From an optimization exercise on the open Yosys and OpenROAD flow, aimed at small area and a short achievable clock period; shortcuts taken in it are not production practice.
RTL that was checked went through simulation tests only; none was proved equivalent to the original.
Power and IR drop assume default switching activity.

== v44 ==
## unified_mem_pipe
module unified_mem_pipe #(
    parameter int ADDR_W   = 6,
    parameter int READ_LAT = 1,
    parameter int CNT_W    = 16
) (
    input  logic              clk,
    input  logic              rst_n,
    input  logic              if_req,
    input  logic [ADDR_W-1:0] if_addr,
    output logic              if_ready,
    output logic              if_valid,
    output logic [31:0]       if_rdata,
    input  logic              d_req,
    input  logic              d_we,
    input  logic [2:0]        d_funct3,
    input  logic [ADDR_W-1:0] d_addr,
    input  logic [31:0]       d_wdata,
    output logic              d_ready,
    output logic              d_valid,
    output logic [31:0]       d_rdata,
    output logic              d_err,
    output logic [CNT_W-1:0]  conflict_cnt
);
Size in the first run: about 1400 cells after synthesis, about 600 flip-flops, ~23000 um^2 of cells after synthesis.
export LEC_CHECK = 0
export CAP_MARGIN = 20
export CORE_MARGIN = 2
export CORE_UTILIZATION = 50
export SETUP_SLACK_MARGIN = 3.1
export SLEW_MARGIN = 20
export SYNTH_HIERARCHICAL = 1
export TNS_END_PERCENT = 0
create_clock -name core_clock -period 5.5 [get_ports {clk}]
standard.sh (not shown) runs the stock make flow with config.mk's settings and CLKGATE_MAP_FILE= SYNTH_SCRIPT=/design/flow/synth_recipe.tcl, a recipe that flattens the netlist after the stock synthesis.
==> flow/flow/run.sh <==
#!/bin/bash
# Standard synthesis, then the standard layout with these changes: ports are buffered with
# buf_2 instead of the resizer's default pick; repair may resize a cell to any cell of the
# same function (not only the same footprint); the clock tree uses clkbuf_4/8, sink clusters
# of up to 16 and no dummy loads; and before global routing, eco.tcl reconnects the gates of
# the input-to-output paths (if_ready, d_ready) to the input port buffers, bypassing fanout
# buffers. Each make's full output goes to its own log.
set -euo pipefail
bash standard.sh synth > synth.log 2>&1
bash standard.sh MATCH_CELL_FOOTPRINT=0 \
  "BUFFER_PORTS_ARGS=-buffer_cell sky130_fd_sc_hd__buf_2" \
  "CTS_ARGS=-sink_clustering_enable -repair_clock_nets -dont_use_dummy_load -sink_clustering_size 16 -sink_clustering_max_diameter 60 -buf_list {sky130_fd_sc_hd__clkbuf_4 sky130_fd_sc_hd__clkbuf_8}" \
  "PRE_GLOBAL_ROUTE_TCL=$PWD/flow/eco.tcl" \
  finish > layout.log 2>&1
Other scripts of this flow, unchanged in this note and not shown: flow/flow/eco.tcl
The following lists how v53 was set up differently from v44:
- swapping 3.1 for 2.9 in SETUP_SLACK_MARGIN
Multi-input logic portion of the cell area: v53 lower than v44
First-pass iteration count of the detailed router is lower on v44
Transition time at the pin with the least slew margin is higher on v53
Summary of v53 over v44: final cycle utilization of the critical path increased 3.1 points, global-route usage lower.
The worst-path cell with the longest stage delay comes out sky130_fd_sc_hd__a22oi_1 in one run and sky130_fd_sc_hd__o21ai_1 in the other, namely in v44 and v53 respectively.
Setup WNS v44 -> v53: worse
Delta (v53 minus v44): share of total power consumed by net switching roughly the same, met1 track demand over resource decreased 0.41 points, cell area after layout shows a reduction of 330 um^2.
Here is what was changed in the inputs of v11 compared with v53.
- SETUP_SLACK_MARGIN now 3.3, was 2.9
Findings:
In summary, v11 completed successfully, with a layout that passed the timing, design-rule and antenna checks. v11 vs v53, via count went up by 1.5%. The cell with the largest stage delay on the worst path comes out sky130_fd_sc_hd__o21ai_1 in one run and sky130_fd_sc_hd__nor2_1 in the other, namely in v53 and v11 respectively. Detailed-route wire length per cell grows slightly when moving from v53 to v11. On final design area excluding fillers, v53 beats v11. Diff v11 and v53: power dissipated by switching net loads higher in v11. Synthesized area: v53 vs v11, no meaningful difference. The final reports for v11 and v53 show ratio of cells with drive above 1 in the final layout higher in the former. The power in combinational cells reported for v11 is greater than that of v53 by about 6%. Summary: with v53 as the reference, number of combinational gates with multiple inputs in v11 moved up slightly. v11 vs. v53: maximum achievable frequency rose by 8.4%, total routed wirelength rose by 940 um.
No functional check of the RTL was part of any run of this note.

Another version of the RTL of unified_mem_pipe (not shown whole).
Size: about 1,400 cells after synthesis, ~600 flip-flops, roughly 140 I/O pins, roughly 23,000 um2 of cells after synthesis.
==> flow/design.v (excerpt) <==
module unified_mem_pipe #(
    parameter int ADDR_W   = 6,
    parameter int READ_LAT = 1,
    parameter int CNT_W    = 16
) (
    input  logic              clk,
    input  logic              rst_n,
    input  logic              if_req,
    input  logic [ADDR_W-1:0] if_addr,
    output logic              if_ready,
    output logic              if_valid,
    output logic [31:0]       if_rdata,
    input  logic              d_req,
    input  logic              d_we,
    input  logic [2:0]        d_funct3,
    input  logic [ADDR_W-1:0] d_addr,
    input  logic [31:0]       d_wdata,
    output logic              d_ready,
    output logic              d_valid,
    output logic [31:0]       d_rdata,
    output logic              d_err,
    output logic [CNT_W-1:0]  conflict_cnt
);
    localparam int WA    = ADDR_W - 2;
    localparam int WORDS = 2 ** WA;
    logic [31:0]       mem [WORDS];
    logic              d_acc;
    logic              if_acc;
    logic              d_err_c;
    logic              d_wr;
    logic              ld_ok;
    logic [3:0]        be;
    logic [31:0]       wd;
    logic [WORDS-1:0]  rsel;
    logic [31:0]       rd_lo;
    logic [31:0]       rd_hi;
    logic [31:0]       ld_val;
    logic [CNT_W-1:0]  cnt_q;
    logic              d_vld_p0_q;
    logic              d_err_p0_q;
    logic [31:0]       d_rdata_p0_q;
    logic              if_vld_p0_q;
    logic [31:0]       if_rdata_p0_q;
    function automatic logic acc_err(input logic we, input logic [2:0] f3, input logic [1:0] a);
        logic e;
        case (f3)
            3'b000:  e = 1'b0;
            3'b001:  e = a[0];
            3'b010:  e = (a != 2'b00);
            3'b100:  e = we;
            3'b101:  e = we | a[0];
            default: e = 1'b1;
  ...
Settings: LEC_CHECK=0, CAP_MARGIN=20, CORE_MARGIN=2, CORE_UTILIZATION=50, PLACE_DENSITY=0.75, SETUP_SLACK_MARGIN=3.1, SLEW_MARGIN=20, SYNTH_HIERARCHICAL=1, TNS_END_PERCENT=0; clock period 5.5 ns.
==> flow/flow/eco.tcl <==
# Port bypass: a combinational path from an input port to an output port should pass only
# the input port's buffer, the logic, and the output port's buffer. Placement repair may
# leave fanout buffers of a big input net (rst_n) on such a path; this reconnects the gate
# pins (and output buffer inputs) on those paths to the input buffer's own output net.
proc eco_is_buf {inst} {
  set m [[$inst getMaster] getName]
  return [expr {[string match "sky130_fd_sc_hd__buf_*" $m] || [string match "sky130_fd_sc_hd__clkbuf_*" $m]}]
}
proc eco_driver {net} {
  foreach it [$net getITerms] {
    if {[$it isOutputSignal]} { return $it }
  }
  return ""
}
proc eco_root {net} {
  # Follow buffers back while the buffer is not an input port's own buffer.
  for {set i 0} {$i < 20} {incr i} {
    set d [eco_driver $net]
    if {$d eq ""} { return $net }
    set inst [$d getInst]
    if {![eco_is_buf $inst]} { return $net }
    set a [$inst findITerm A]
    set anet [$a getNet]
    if {$anet eq "NULL" || $anet eq ""} { return $net }
    if {[llength [$anet getBTerms]] > 0} { return $net }
    set net $anet
  }
  return $net
}
proc eco_reconnect {it} {
  set net [$it getNet]
  if {$net eq "NULL" || $net eq ""} { return 0 }
  set root [eco_root $net]
  if {[$root getName] ne [$net getName]} {
    puts "ECO: [[$it getInst] getName]/[[$it getMTerm] getName]: [$net getName] -> [$root getName]"
    $it disconnect
    $it connect $root
    return 1
  }
  return 0
}
proc eco_port_bypass {} {
  set blk [ord::get_db_block]
  set n 0
  foreach bt [$blk getBTerms] {
    if {[$bt getIoType] ne "OUTPUT"} { continue }
    set onet [$bt getNet]
    set d [eco_driver $onet]
    if {$d eq ""} { continue }
    set ob [$d getInst]
    if {![eco_is_buf $ob]} { continue }
    set a [$ob findITerm A]
    set anet [$a getNet]
    set g [eco_driver $anet]
    if {$g eq ""} { continue }
    set ginst [$g getInst]
    if {[eco_is_buf $ginst]} {
      incr n [eco_reconnect $a]
    } elseif {![string match "*df*" [[$ginst getMaster] getName]]} {
      foreach it [$ginst getITerms] {
        if {[$it isInputSignal]} { incr n [eco_reconnect $it] }
      }
    }
  }
  puts "ECO: port bypass reconnected $n pins"
}
eco_port_bypass
Scripts as last shown in full above: flow/flow/run.sh
The starting point went through all stages and came out clean.
Edit:
--- a/flow/config.mk
+++ b/flow/config.mk
@@ -11,2 +11 @@
-export PLACE_DENSITY = 0.75
-export SETUP_SLACK_MARGIN = 3.1
+export SETUP_SLACK_MARGIN = 3.3
Total power is higher by 0.99%.
Worst setup slack improves by 0.19 ns.
Routed wire length is higher by 5.5%.

## port drivers added, routing unchanged
In the flow no input, the clock included, has a driving cell. The finished layouts below were timed again as built, in two steps.
Step 1: set_driving_cell puts a clkbuf_16 on clk and a buf_2 on each other input, an assumption about the parent block.
Step 2 times the ports against the registers' clock, not the clock port: input delays grow and output delays shrink by t, the midpoint of the rising clock arrivals with the driver on.
a / b / c = ideal ports / drivers / drivers and shift; a / b = the first two.
run	shift t [ns]	setup WS [ns]	hold WS [ns]	worst setup path after step 2	worst register clock-pin slew, ns
v44	0.690	2.878 / 2.743 / 2.099	0.252 / 0.407 / 0.528	input to register	0.10 / 0.10
v53	0.693	2.710 / 2.734 / 2.043	0.280 / 0.314 / 0.529	input to register	0.10 / 0.10
v11	0.689	2.925 / 2.759 / 2.098	0.254 / 0.403 / 0.533	input to register	0.10 / 0.10
the first run of note 2	0.684	2.768 / 2.798 / 2.113	0.526 / 0.526 / 0.526	input to register	0.10 / 0.10
the second run of note 2	0.687	2.954 / 2.865 / 2.231	0.522 / 0.522 / 0.522	input to register	0.10 / 0.10
After both steps setup and hold are still met in every run listed. The setup slack of v11, which loses most, moves by -0.166 ns with the drivers and by -0.827 ns with both steps.
